Background: an optimization exercise with open tools, aiming at small area, a short achievable clock period and few clock cycles per item. Do not read the settings as production practice. The RTL was checked by simulation tests, not by an equivalence proof against the original design. No activity file was given, so power comes from the tool's default toggle rates.

===== flow/config.mk =====
export PLATFORM = sky130hd
export DESIGN_NAME = cpu_top
export DESIGN_NICKNAME = cpu_top
export VERILOG_FILES = /design/flow/design.v
export SDC_FILE = /design/flow/constraint.sdc
export NUM_CORES = 4
export LEC_CHECK = 0
export CAP_MARGIN = 20
export CORE_MARGIN = 2
export CORE_UTILIZATION = 60
export CTS_CLUSTER_DIAMETER = 100
export CTS_CLUSTER_SIZE = 20
export PLACE_DENSITY = 0.72
export SLEW_MARGIN = 20
export TNS_END_PERCENT = 20

===== flow/constraint.sdc =====
create_clock -name core_clock -period 10.0 [get_ports {clk}]
set_input_delay 2.0000 -clock core_clock [delete_from_list [all_inputs] [get_ports {clk}]]
set_output_delay 2.0000 -clock core_clock [all_outputs]
set_load 0.01 [all_outputs]

===== flow/design.v =====
`timescale 1ns/10ps
module int_alu (
    input  logic        sub,
    input  logic        arith,
    input  logic [7:0]  sel,
    input  logic [31:0] a,
    input  logic [31:0] b,
    input  logic [4:0]  shamt,
    output logic [31:0] result
);
    logic [32:0] sum;
    logic        lt;
    logic        ltu;
    logic [31:0] sll;
    logic [31:0] srx;
    logic [31:0] g [6];
    logic [31:0] p [6];
    logic [32:0] c;
    assign g[0] = (a & b) | {31'd0, (a[0] ^ b[0]) & sub};
    assign p[0] = a ^ b;
    for (genvar l = 0; l < 5; l++) begin : g_lvl
        for (genvar i = 0; i < 32; i++) begin : g_bit
            if (i >= (1 << l)) begin : g_merge
                assign g[l+1][i] = g[l][i] | (p[l][i] & g[l][i - (1 << l)]);
                assign p[l+1][i] = p[l][i] & p[l][i - (1 << l)];
            end else begin : g_pass
                assign g[l+1][i] = g[l][i];
                assign p[l+1][i] = p[l][i];
            end
        end
    end
    assign c   = {g[5], sub};
    assign sum = {c[32], p[0] ^ c[31:0]};
    assign ltu   = !sum[32];
    assign lt    = (a[31] ^ !b[31]) ? a[31] : sum[31];
    assign sll   = a << shamt;
    assign srx   = $unsigned($signed({arith && a[31], a}) >>> shamt);
    always_comb begin
        result = ({32{sel[0]}} & sum[31:0])
               | ({32{sel[1]}} & sll)
               | ({32{sel[2]}} & {31'd0, lt})
               | ({32{sel[3]}} & {31'd0, ltu})
               | ({32{sel[4]}} & (a ^ b))
               | ({32{sel[5]}} & srx)
               | ({32{sel[6]}} & (a | b))
               | ({32{sel[7]}} & (a & b));
    end
endmodule
`timescale 1ns/10ps
module int_regfile (
    input  logic        clk,
    input  logic        we,
    input  logic [4:0]  waddr,
    input  logic [31:0] wdata,
    input  logic [4:0]  raddr1,
    input  logic [4:0]  raddr2,
    output logic [31:0] rdata1,
    output logic [31:0] rdata2
);
    logic [31:0] regs [31:1];
    always_ff @(posedge clk) begin
        if (we && (waddr != 5'd0)) begin
            regs[waddr] <= wdata;
        end
    end
    logic [31:0] file [32];
    logic [31:0] grp1 [8];
    logic [31:0] grp2 [8];
    always_comb begin
        file[0] = 32'd0;
        for (int i = 1; i < 32; i++) begin
            file[i] = regs[i];
        end
        rdata1 = 32'd0;
        rdata2 = 32'd0;
        for (int g = 0; g < 8; g++) begin
            grp1[g] = file[4 * g + 32'(raddr1[1:0])];
            grp2[g] = file[4 * g + 32'(raddr2[1:0])];
            rdata1  = rdata1 | ({32{raddr1[4:2] == 3'(g)}} & grp1[g]);
            rdata2  = rdata2 | ({32{raddr2[4:2] == 3'(g)}} & grp2[g]);
        end
    end
endmodule
`timescale 1ns/10ps
module inst_decode (
    input  logic [31:0] inst,
    output logic [4:0]  rd,
    output logic [4:0]  rs1,
    output logic [4:0]  rs2,
    output logic [31:0] imm,
    output logic        use_rs1,
    output logic        use_rs2,
    output logic        sub,
    output logic        arith,
    output logic [7:0]  sel,
    output logic        illegal
);
    localparam logic [6:0] OPC_OP     = 7'b0110011;
    localparam logic [6:0] OPC_OP_IMM = 7'b0010011;
    localparam logic [6:0] OPC_LUI    = 7'b0110111;
    logic is_op;
    logic is_imm;
    logic is_lui;
    logic alu;
    assign is_op  = (inst[6:0] == OPC_OP);
    assign is_imm = (inst[6:0] == OPC_OP_IMM);
    assign is_lui = (inst[6:0] == OPC_LUI);
    assign alu    = is_op || is_imm;
    assign rd      = inst[11:7];
    assign rs1     = inst[19:15];
    assign rs2     = inst[24:20];
    assign use_rs1 = alu;
    assign use_rs2 = is_op;
    assign illegal = !(alu || is_lui);
    always_comb begin
        if (is_imm)      imm = {{20{inst[31]}}, inst[31:20]};
        else if (is_lui) imm = {inst[31:12], 12'h000};
        else             imm = 32'd0;
    end
    always_comb begin
        sel = 8'd0;
        if (alu) sel[inst[14:12]] = 1'b1;
        else     sel[0] = 1'b1;
    end
    assign sub   = alu && ((is_op && inst[14:12] == 3'd0 && inst[30]) ||
                           inst[14:12] == 3'd2 || inst[14:12] == 3'd3);
    assign arith = inst[30];
endmodule
`timescale 1ns/10ps
module inst_fetch #(
    parameter logic [31:0] RESET_PC = 32'h0000_1000
) (
    input  logic        clk,
    input  logic        reset,
    output logic [31:0] araddr,
    output logic        arvalid,
    input  logic        arready
);
    logic [31:2] pc;
    always_ff @(posedge clk) begin
        if (reset) begin
            arvalid <= 1'b0;
            pc      <= RESET_PC[31:2];
        end else begin
            arvalid <= 1'b1;
            if (arvalid && arready) begin
                pc <= pc + 30'd1;
            end
        end
    end
    assign araddr = {pc, 2'b00};
endmodule
`timescale 1ns/10ps
module inst_queue (
    input  logic        clk,
    input  logic        reset,
    input  logic [31:0] rdata,
    input  logic        rvalid,
    output logic        rready,
    input  logic        go,
    output logic        valid,
    output logic [31:0] inst
);
    localparam logic [6:0] OPC_OP     = 7'b0110011;
    localparam logic [6:0] OPC_OP_IMM = 7'b0010011;
    localparam logic [6:0] OPC_LUI    = 7'b0110111;
    logic [31:0] q1;
    logic        v1;
    logic        take;
    logic        free;
    logic        q0_wr;
    logic        q1_dep;
    assign take = rvalid && rready;
    assign free = go || !valid;
    assign q0_wr  = (inst[6:0] == OPC_OP || inst[6:0] == OPC_OP_IMM ||
                     inst[6:0] == OPC_LUI) && (inst[11:7] != 5'd0);
    assign q1_dep = q0_wr &&
                    (((q1[6:0] == OPC_OP || q1[6:0] == OPC_OP_IMM) &&
                      q1[19:15] == inst[11:7]) ||
                     (q1[6:0] == OPC_OP && q1[24:20] == inst[11:7]));
    always_ff @(posedge clk) begin
        if (reset) begin
            valid  <= 1'b0;
            v1     <= 1'b0;
            rready <= 1'b0;
        end else begin
            if (free) begin
                valid <= v1 || take;
                v1    <= v1 && take;
            end else begin
                v1    <= v1 || take;
            end
            rready <= !(go && v1 && take && q1_dep);
        end
        if (free) begin
            inst <= v1 ? q1 : rdata;
        end
        if (free || !v1) begin
            q1 <= rdata;
        end
    end
endmodule
`timescale 1ns/10ps
module exec_stage #(
    parameter logic [31:0] RESET_PC = 32'h0000_1000
) (
    input  logic        clk,
    input  logic        reset,
    input  logic        valid,
    input  logic [31:0] inst,
    output logic        go,
    output logic        retire_valid,
    output logic [31:0] retire_pc,
    output logic [4:0]  retire_rd,
    output logic [31:0] retire_value,
    output logic        retire_write,
    output logic        retire_illegal
);
    logic [4:0]  dec_rd;
    logic [4:0]  dec_rs1;
    logic [4:0]  dec_rs2;
    logic [31:0] dec_imm;
    logic        dec_use_rs1;
    logic        dec_use_rs2;
    logic        dec_sub;
    logic        dec_arith;
    logic [7:0]  dec_sel;
    logic        dec_illegal;
    logic        byp1;
    logic        byp2;
    logic [31:0] opa;
    logic [31:0] rs1_val;
    logic [31:0] rs2_val;
    logic [31:0] opb;
    logic        x_valid;
    logic        x_we;
    logic [4:0]  x_rd;
    logic        x_illegal;
    logic        x_sub;
    logic        x_arith;
    logic [7:0]  x_sel;
    logic [31:0] x_a;
    logic [31:0] x_b;
    logic [4:0]  x_sh;
    logic [31:0] x_result;
    logic        w_we;
    logic [31:2] ret_pc;
    inst_decode u_decode (
        .inst    (inst),
        .rd      (dec_rd),
        .rs1     (dec_rs1),
        .rs2     (dec_rs2),
        .imm     (dec_imm),
        .use_rs1 (dec_use_rs1),
        .use_rs2 (dec_use_rs2),
        .sub     (dec_sub),
        .arith   (dec_arith),
        .sel     (dec_sel),
        .illegal (dec_illegal)
    );
    int_regfile u_regfile (
        .clk    (clk),
        .we     (w_we),
        .waddr  (retire_rd),
        .wdata  (retire_value),
        .raddr1 (dec_rs1),
        .raddr2 (dec_rs2),
        .rdata1 (rs1_val),
        .rdata2 (rs2_val)
    );
    assign byp1 = w_we && (retire_rd == dec_rs1);
    assign byp2 = w_we && (retire_rd == dec_rs2);
    assign opa  = ({32{dec_use_rs1 && !byp1}} & rs1_val) |
                  ({32{dec_use_rs1 &&  byp1}} & retire_value);
    assign opb  = ({32{dec_use_rs2 && !byp2}} & rs2_val) |
                  ({32{dec_use_rs2 &&  byp2}} & retire_value) | dec_imm;
    assign go = valid && !(x_we && ((dec_use_rs1 && x_rd == dec_rs1) ||
                                    (dec_use_rs2 && x_rd == dec_rs2)));
    always_ff @(posedge clk) begin
        if (reset) begin
            x_valid <= 1'b0;
            x_we    <= 1'b0;
        end else begin
            x_valid <= go;
            x_we    <= go && !dec_illegal && (dec_rd != 5'd0);
        end
        x_rd      <= dec_rd;
        x_illegal <= dec_illegal;
        x_sub     <= dec_sub;
        x_arith   <= dec_arith;
        x_sel     <= dec_sel;
        x_a       <= opa;
        x_b       <= dec_sub ? ~opb : opb;
        x_sh      <= opb[4:0];
    end
    int_alu u_alu (
        .sub    (x_sub),
        .arith  (x_arith),
        .sel    (x_sel),
        .a      (x_a),
        .b      (x_b),
        .shamt  (x_sh),
        .result (x_result)
    );
    always_ff @(posedge clk) begin
        if (reset) begin
            retire_valid <= 1'b0;
            w_we         <= 1'b0;
            ret_pc       <= RESET_PC[31:2] - 30'd1;
        end else begin
            retire_valid <= x_valid;
            w_we         <= x_we;
            if (x_valid) begin
                ret_pc <= ret_pc + 30'd1;
            end
        end
        retire_rd      <= x_rd;
        retire_value   <= x_result;
        retire_write   <= !x_illegal;
        retire_illegal <= x_illegal;
    end
    assign retire_pc = {ret_pc, 2'b00};
endmodule
`timescale 1ns/10ps
module cpu_top #(
    parameter logic [31:0] RESET_PC    = 32'h0000_1000,
    parameter int          QUEUE_DEPTH = 4
) (
    input  logic        clk,
    input  logic        reset,
    output logic [31:0] ar_addr,
    output logic        ar_valid,
    input  logic        ar_ready,
    input  logic [31:0] r_data,
    input  logic        r_valid,
    output logic        r_ready,
    output logic        retire_valid,
    output logic [31:0] retire_pc,
    output logic [4:0]  retire_rd,
    output logic [31:0] retire_value,
    output logic        retire_write,
    output logic        retire_illegal
);
    logic        f_valid;
    logic [31:0] f_inst;
    logic        f_go;
    inst_fetch #(
        .RESET_PC (RESET_PC)
    ) u_fetch (
        .clk     (clk),
        .reset   (reset),
        .araddr  (ar_addr),
        .arvalid (ar_valid),
        .arready (ar_ready)
    );
    inst_queue u_queue (
        .clk    (clk),
        .reset  (reset),
        .rdata  (r_data),
        .rvalid (r_valid),
        .rready (r_ready),
        .go     (f_go),
        .valid  (f_valid),
        .inst   (f_inst)
    );
    exec_stage #(
        .RESET_PC (RESET_PC)
    ) u_exec (
        .clk            (clk),
        .reset          (reset),
        .valid          (f_valid),
        .inst           (f_inst),
        .go             (f_go),
        .retire_valid   (retire_valid),
        .retire_pc      (retire_pc),
        .retire_rd      (retire_rd),
        .retire_value   (retire_value),
        .retire_write   (retire_write),
        .retire_illegal (retire_illegal)
    );
endmodule

===== flow/flow/run.sh =====
#!/bin/bash
set -euo pipefail
bash standard.sh "BUFFER_PORTS_ARGS=-buffer_cell sky130_fd_sc_hd__buf_4" \
    SETUP_SLACK_MARGIN=7.1 finish > flow_standard.log 2>&1

===== flow/standard.sh =====
#!/bin/bash
# synth_recipe.tcl (not shown) runs the flow's synth.tcl, then flattens the netlist and writes it again
# the make line also repeats each setting of config.mk as NAME=value (left out here)
make -C /OpenROAD-flow-scripts/flow DESIGN_CONFIG=/design/flow/config.mk WORK_HOME=/design/flow/orfs CLKGATE_MAP_FILE= SYNTH_SCRIPT=/design/flow/synth_recipe.tcl "${@:-finish}"

==> notes.md, run 1 <==
worst slew pin tran between 1 and 1.5 ns; ys async rst share 0; largest net degree at the start of global routing 70; Worst-path clk slew roughly 0.09 ns; sequential share of the synthesized area 0.585; CTS tree done; Num CTS Buffers 73; CTS sink cnt around 1200; Layout area overhead 14.7%; VDD IR max around 0.00014 V; clk root buf clkbuf_16; DIE AREA a little over 100000 um2; Die Width 322 um; total negative setup slack 0 ns; fin nets between 4000 and 5000; Max-Cap Viols 0; fmax 297 MHz; final setup fails 0; worst clock skew 0.0302 ns; leakage ~24 nW; Reg2Reg Depth 3; Hold Path End u_exec.retire_illegal$_DFF_P_; hold_sp u_exec.x_illegal$_DFF_P_; Vias ~43000; height of the chip roughly 320 um; status finished clean; DRT iter0 DRCs ~7900; hold depth 0; Core Area about 100000 um2; combinational power share 0.081; Synth warnings 11; Starting Density 0.606; fillers roughly 6400; element type at the critical path start register; Post-synth EDFFs ~1100; Net Sw Frac 0.232; initial antenna violation count 27; fin crit period between 3 and 4 ns; Residual DRC 0; RSZ-0062 raised after global routing yes; Critical Path Fanout Max 17; worst r2r src u_exec.w_we$_SDFF_PP0_; Worst slew margin 0.210; router iterations before antenna repair 9; GRT Total Usage 0.411; HPWL Detailed between 100000 and 150000 um; Avg Vias per Cell around 7.8; most frequent cells in the layout 1056 x edfxtp_1, 508 x mux4_2, 287 x buf_4, 245 x a22oi_1, 229 x nor2_1; Core Rows roughly 120; r2r endpoint u_exec.u_regfile.regs[14][13]$_DFFE_PP_; Hold Fails Final Rpt 0; post-route ant nets 0; Final Max Slew Viols 0; CP Class register to register; highest metal used met5; Syn Inst Count 3918; share of cells above drive strength 1 0.331; PD cells about 140 nW/um2; first-pass GRT wire length 297000 um; final core occ 0.695; most common cell after layout, fill and taps aside edfxtp_1; clock power share 0.331; I/O Buffers roughly 140; Sequential Power Share 0.588; grt ovf 0; routed wire length 214000 um; HP Class register to register; Psw roughly 0.0022 W; CTS max path bufs 3; Tcrit/Tclk final 0.336; CP arrival 3.69 ns; Post-Syn Area 60700 um2; M1 WL 70100 um; Worst Setup End Kind register; Worst Path Required between 10 and 15 ns; Worst-Skew Late Latency 0.71 ns; met3 routed WL approximately 37000 um; Avg Cell Area, Syn 15.5 um2; Synth cell types 74; Avg WL per Cell ~39 um; vias in the first global route 40400; Met2 Routed Length just over 90000 um; io pins about 140; R2R setup slack roughly 6.6 ns; Int Power between 0.007 and 0.008 W; Routability Congestion between 1 and 1.5; flops & latches, synth approximately 1200; H-tree depth 3; Top FF cell, synth edfxtp_1
[timing repair]
action / CTS / global route
pin swaps: 22 / 14
hold endpoints to repair: 0 / 0
hold buffers: 0 / 0
buffers inserted: 107 / 61
gates resized for setup: 328 / 137
cloned: 34 / 1
endpoints found under the setup margin: 417 / 426
[worst max-delay path: stages (launching register included)]
cell and delay (ns):
dfxtp_1 0.49, nand3b_1 0.71, nor2_4 1.13, buf_4 0.65
[power groups by stage]
| stage | clock network, W | logic, W | registers [W] |
|---|---|---|---|
| global placement | 0 | 0.000625 | 0.00577 |
| global route | 0.00334 | 0.000786 | 0.00562 |
| detailed placement | 0 | 0.000629 | 0.00577 |
| CTS | 0.00316 | 0.000736 | 0.00563 |
| floorplan | 0 | 0.000418 | 0.00575 |
| finish | 0.00316 | 0.000771 | 0.00562 |
[cells by family (layout without fill, tap and decap cells)]
logic type / Yosys count / after routing / share of synthesized area
flops: 1248 / 1248 / 0.585
compound gates: 716 / 716 / 0.0804
mux: 675 / 675 / 0.218
simple gates: 645 / 645 / 0.0520
buf+inv: 427 / 712 / 0.0293
xor+xnor: 130 / 130 / 0.0187
fa+ha+maj: 76 / 76 / 0.0160
other cells: 1 / 7 / 0.0000618
[flip-flops by register name, summed over array words and instances, names as in the netlist, 5 cells and up]
name / count
u_exec.u_regfile.regs: 992
u_exec.retire_value: 32
u_exec.x_a: 32
u_exec.x_b: 32
u_queue.inst: 32
u_queue.q1: 32
u_exec.ret_pc: 30
u_fetch.pc: 30
u_exec.x_sel: 8
u_exec.retire_rd: 5
u_exec.x_rd: 5
u_exec.x_sh: 5
[synth_stat cells, types with 10 or more instances]
library cell | n | area share
a211oi_1 | 19 | 0.0023
a21o_1 | 15 | 0.0019
a21oi_1 | 133 | 0.011
a221oi_1 | 25 | 0.0036
a222oi_1 | 29 | 0.0048
a22o_1 | 12 | 0.0017
a22oi_1 | 248 | 0.031
a31oi_1 | 18 | 0.0019
and3_1 | 17 | 0.0018
and4_1 | 56 | 0.0081
buf_1 | 31 | 0.0019
buf_2 | 76 | 0.0063
buf_4 | 10 | 0.0012
clkbuf_1 | 177 | 0.011
dfxtp_1 | 192 | 0.063
edfxtp_1 | 1056 | 0.52
ha_1 | 72 | 0.015
inv_1 | 125 | 0.0077
mux2_2 | 106 | 0.020
mux2i_1 | 61 | 0.010
mux4_2 | 508 | 0.19
nand2_1 | 134 | 0.0083
nand3_1 | 39 | 0.0032
nand4_1 | 21 | 0.0022
nor2_1 | 269 | 0.017
nor2b_1 | 14 | 0.0014
nor3_1 | 34 | 0.0028
o211ai_1 | 13 | 0.0016
o21ai_0 | 129 | 0.011
or3_1 | 11 | 0.0011
xnor2_1 | 41 | 0.0059
xor2_1 | 89 | 0.013
[through the flow]
stage | area (um2) | hold WS [ns] | setup WS [ns] | cells | total power (W)
2_1_floorplan | 60800 | 0.331 | 6.55 | 3921 | 0.00617
3_3_place_gp | 63500 | 0.348 | 6.06 | 5175 | 0.00639
3_5_place_dp | 63500 | 0.352 | 6.06 | 5175 | 0.00639
4_1_cts | 68800 | 0.365 | 6.66 | 5442 | 0.00952
5_1_grt | 69600 | 0.370 | 6.64 | 5504 | 0.00974
6_report | 69700 | 0.368 | 6.64 | 5507 | 0.00955
[how the worst max path moves through the flow]
stage          slack, ns                      startpoint  cells past startpoint                                       to
3_3_place_gp        6.06      u_queue.inst[21]$_DFFE_PP_                     10                    u_exec.x_b[1]$_DFF_P_
2_1_floorplan       6.55                        ar_ready                      8              u_fetch.pc[29]$_SDFFE_PP0P_
6_report            6.64          u_exec.w_we$_SDFF_PP0_                      3  u_exec.u_regfile.regs[14][13]$_DFFE_PP_
4_1_cts             6.66  u_exec.retire_value[0]$_DFF_P_                      2                          retire_value[0]
3_5_place_dp        6.06      u_queue.inst[21]$_DFFE_PP_                     10                   u_exec.x_b[17]$_DFF_P_
5_1_grt             6.64  u_exec.retire_value[0]$_DFF_P_                      2                          retire_value[0]
[area by class of cell]
type	instances	area, um2	share of cell area
flip-flops and latches	1248	35900	0.515
multi-input cells	2246	24200	0.347
repair buffers	459	5330	0.0765
clock buffers	117	2010	0.0289
well taps	1298	1620	0.0233
inverters	127	479	0.00688
clock inverters	9	113	0.00162
diodes	3	7.51	0.000108
[per-layer routing]
metal	global-route usage	up-vias
met5	0.0139	-
met4	0.225	36
met3	0.171	935
met2	0.588	4108
met1	0.537	21400
li1	-	16300
Testbench counts, summed over its fixed seeds: cycles 11,485, insts 8,000.
==> run 2: changes to the inputs <==
==> flow/flow/run.sh (replaced) <==
#!/bin/bash
set -euo pipefail
bash standard.sh "BUFFER_PORTS_ARGS=-buffer_cell sky130_fd_sc_hd__buf_4" \
    SETUP_SLACK_MARGIN=6.9 finish > flow_standard.log 2>&1
--- a/flow/config.mk
+++ b/flow/config.mk
@@ -9,7 +9,7 @@
 export CORE_MARGIN = 2
 export CORE_UTILIZATION = 60
-export CTS_CLUSTER_DIAMETER = 100
-export CTS_CLUSTER_SIZE = 20
+export CTS_CLUSTER_DIAMETER = 80
+export CTS_CLUSTER_SIZE = 25
 export PLACE_DENSITY = 0.72
 export SLEW_MARGIN = 20
-export TNS_END_PERCENT = 20
+export TNS_END_PERCENT = 5
==> run 2 against run 1 <==
Synthesized cell count is the same. Via count fell by 3.7%. Combinational power fell by 5.2%. Critical path depth fell by 1. Sequential cell count is the same. Sequential power about the same. Cell area fell by 2.3%. Non-clock buffer count down 85. Clock skew up 0.0076 ns. Area after synthesis unchanged. Cell count fell by 1.7%. Worst setup slack lost 0.025 ns. Highest routed layer unchanged.
==> notes.md, run 2 <==
H-tree depth 2 (-1); worst clock skew 0.0378 ns (+0.00756 ns); Psw 0.00216 W (-2.4%); Worst Setup End Kind primary output; final setup fails 0 (unchanged); VDD IR max 0.000150 V (+7.0%); Syn Inst Count 3918 (unchanged); router iterations before antenna repair 8 (-1); share of cells above drive strength 1 0.301 (-0.0306); XOR/XNOR Fraction of Synth Area 0.0187 (unchanged); largest family of logic cells by synthesized area multiplexers; HPWL Detailed 110000 um (-3.7%); Sequential Power Share 0.603 (+0.015); CP Class register to primary output; R2R setup slack 6.73 ns (+0.09 ns); Worst slew margin 0.252 (+0.0414); max incr delay on CP 0.38 ns (-0.75 ns); Core Area 100000 um2 (unchanged); Vias 41200 (-3.7%); Synth warnings 11 (unchanged); first-pass GRT wire length 284000 um (-4.4%); count leader, synth edfxtp_1; Synth cell types 74 (unchanged); largest net degree at the start of global routing 100 (+43%); fmax 295 MHz (-0.74%); adder-cell share of the synthesized area 0.0160 (unchanged); leading area contributor after synthesis edfxtp_1; worst slew pin tran 1.12 ns (-0.0593 ns); Net Sw Frac 0.232 (about the same); status finished clean; hold depth 0 (unchanged); RSZ-0062 raised after global routing yes; Int Power 0.00716 W (-2.3%); Post-synth EDFFs 1056 (unchanged); Routability Congestion 0.965 (-4.5%); CTS tree done; Top FF cell, synth edfxtp_1; element type at the critical path start register; Starting Density 0.606 (unchanged); grt ovf 0 (unchanged); Tcrit/Tclk final 0.339 (+0.00249); height of the chip 322 um (unchanged); post-route ant nets 0 (unchanged); initial antenna violation count 14 (-48%); HP Class register to register; Max-Cap Viols 0 (unchanged); most common cell after layout, fill and taps aside edfxtp_1; CTS sink cnt 1248 (unchanged); Largest register FFs 992 (unchanged); r2r endpoint u_exec.x_b[3]$_DFF_P_; ranking of synthesized cells by area edfxtp_1 52%, mux4_2 19%, dfxtp_1 6.3%; top cells by count, synth 1056 x edfxtp_1, 508 x mux4_2, 269 x nor2_1, 248 x a22oi_1, 192 x dfxtp_1; Critical Path Fanout Max 2 (-15); Hold Path End u_exec.retire_illegal$_DFF_P_; PD cells 137 nW/um2 (about the same); total negative setup slack 0 ns (unchanged); Yosys top cell area share 0.522 (unchanged); leakage 22.8 nW (-3.3%); ys async rst share 0 (unchanged); Reg2Reg Depth 8 (+5); flops & latches, synth 1248 (unchanged); Top reg by flops u_exec.u_regfile.regs; fin crit period 3.39 ns (+0.0249 ns); routed wire length 204000 um (-4.9%); sequential share of the synthesized area 0.585 (unchanged); hold_sp u_exec.x_illegal$_DFF_P_; Layout area overhead 12.0%; DIE AREA 104000 um2 (unchanged); vias in the first global route 39100 (-3.1%); worst r2r src u_queue.inst[22]$_DFFE_PP_; Num CTS Buffers 60 (-18%); Residual DRC 0 (unchanged); GRT Total Usage 0.389 (-0.0226); hold_ws 0.376 ns (+0.00782 ns); Post-Syn Area 60700 um2 (unchanged); fin nets 4168 (-2.3%); Simple-Gate Fraction of Synth Area 0.0520 (unchanged); Final Max Slew Viols 0 (unchanged); CTS max path bufs 3 (unchanged); Avg WL per Cell 37.7 um (-3.2%); fillers 6681 (+4.0%); worst-path cell chain buf_12 -> buf_8; Avg Vias per Cell 7.61 (-2.0%); clk root buf clkbuf_16; Core Rows 116 (unchanged); combinational power share 0.078 (-0.003); Worst Path Required 8.00 ns (-2.32 ns); Hold Fails Final Rpt 0 (unchanged); clock power share 0.318 (-0.013); Worst-Skew Late Latency 0.73 ns (+0.02 ns); cell at the slowest stage of the critical path dfxtp_4; I/O Buffers 137 (unchanged); post-synthesis mux area share 0.218 (unchanged); Die Width 322 um (unchanged); most frequent cells in the layout 1056 x edfxtp_1, 508 x mux4_2, 273 x buf_4, 248 x a22oi_1, 231 x nor2_1; Worst-path clk slew 0.10 ns (about the same); CP arrival 1.39 ns (-2.30 ns); Avg Cell Area, Syn 15.5 um2 (unchanged); io pins 142 (unchanged); compound-cell area share of the yosys netlist 0.0804 (unchanged); DRT iter0 DRCs 7517 (-5.3%)
-- run 2: how the worst max path moves through the flow --
stage,to,from,depth (start not counted),slack (ns)
6_report,retire_value[24],u_exec.retire_value[24]$_DFF_P_,2,6.61
2_1_floorplan,u_fetch.pc[29]$_SDFFE_PP0P_,ar_ready,8,6.55
5_1_grt,retire_value[24],u_exec.retire_value[24]$_DFF_P_,2,6.60
3_3_place_gp,u_exec.x_b[4]$_DFF_P_,u_queue.inst[20]$_DFFE_PP_,9,5.80
3_5_place_dp,u_exec.x_b[4]$_DFF_P_,u_queue.inst[20]$_DFFE_PP_,9,5.72
4_1_cts,retire_value[24],u_exec.retire_value[24]$_DFF_P_,2,6.59
-- run 2: logic make-up after synthesis --
kind of cell	after synthesis
compound gates	716
xor+xnor	130
fa+ha+maj	76
buf+inv	427
flops	1248
mux	675
other cells	1
simple gates	645
-- run 2: what timing repair did --
item	CTS	global route
endpoints found under the setup margin	232	286
resized for setup	252	51
hold buffers	0	0
pin swaps	14	3
cloned	27	6
setup buffers	65	15
-- run 2: power groups by stage --
| stage | registers, W | logic (W) | clock network [W] |
|---|---|---|---|
| after floorplan | 0.00575 | 0.000417 | 0 |
| after global placement | 0.00576 | 0.000631 | 0 |
| after detailed placement | 0.00576 | 0.000636 | 0 |
| after CTS | 0.00563 | 0.000688 | 0.00297 |
| after global routing | 0.00563 | 0.000753 | 0.00315 |
| final | 0.00563 | 0.000731 | 0.00297 |
-- run 2: worst max-delay path, delay by kind of cell (launching register included) --
family | cells | cell delay [ns]
buffers and inverters | 2 | 0.27
DFF | 1 | 0.38
-- run 2: layout make-up --
| type | instances | area, um2 | area share |
|---|---|---|---|
| antenna | 6 | 15.0 | 0.000221 |
| clock buffer | 103 | 1750 | 0.0257 |
| clock inverter | 11 | 198 | 0.00291 |
| inverter | 127 | 479 | 0.00705 |
| multi-input combinational | 2246 | 24000 | 0.353 |
| sequential | 1248 | 35800 | 0.526 |
| tap | 1298 | 1620 | 0.0239 |
| timing repair buffer | 374 | 4180 | 0.0615 |
-- run 2: metrics by stage --
stage          instances  cell area, um2  setup slack [ns]  utilization  total power [W]
2_1_floorplan       3921           60800              6.55            -          0.00617
3_3_place_gp        5180           63500              5.80        0.634          0.00639
3_5_place_dp        5180           63500              5.72        0.634          0.00639
4_1_cts             5386           67600              6.59        0.675          0.00929
5_1_grt             5407           68000              6.60        0.679          0.00953
6_report            5413           68000              6.61        0.679          0.00933
-- run 2: per-layer routing --
layer / GRT usage / wire length, um / vias up
met5: 0 / 83 / -
met4: 0.181 / 11400 / 14
met3: 0.134 / 32600 / 664
met2: 0.576 / 90800 / 3527
met1: 0.523 / 69000 / 20900
li1: - / - / 16100

-- re-timing with driven ports --
The flow's constraints put no driver on any port. The routed layouts listed below were extracted and timed again, unchanged, in two steps.
Step 1, drivers: a clkbuf_16 drives clk and a buf_2 each remaining input, both assumed.
Step 2 also shifts input and output timing later by t, the mid clock arrival at the registers, as if the neighbouring blocks saw the same clock.
Three values: ideal ports, drivers, drivers and shift; two values: the first two.
run	t (ns)	setup slack, ns	latest minus earliest clock arrival (ns)
run 1	0.762	6.636 / 6.576 / 6.248	0.036 / 0.036
run 2	0.799	6.611 / 6.530 / 6.244	0.049 / 0.049
After both steps every run listed still meets setup and hold. For run 1, which loses most, drivers alone change the setup slack by -0.060 ns; drivers and shift together by -0.388 ns.
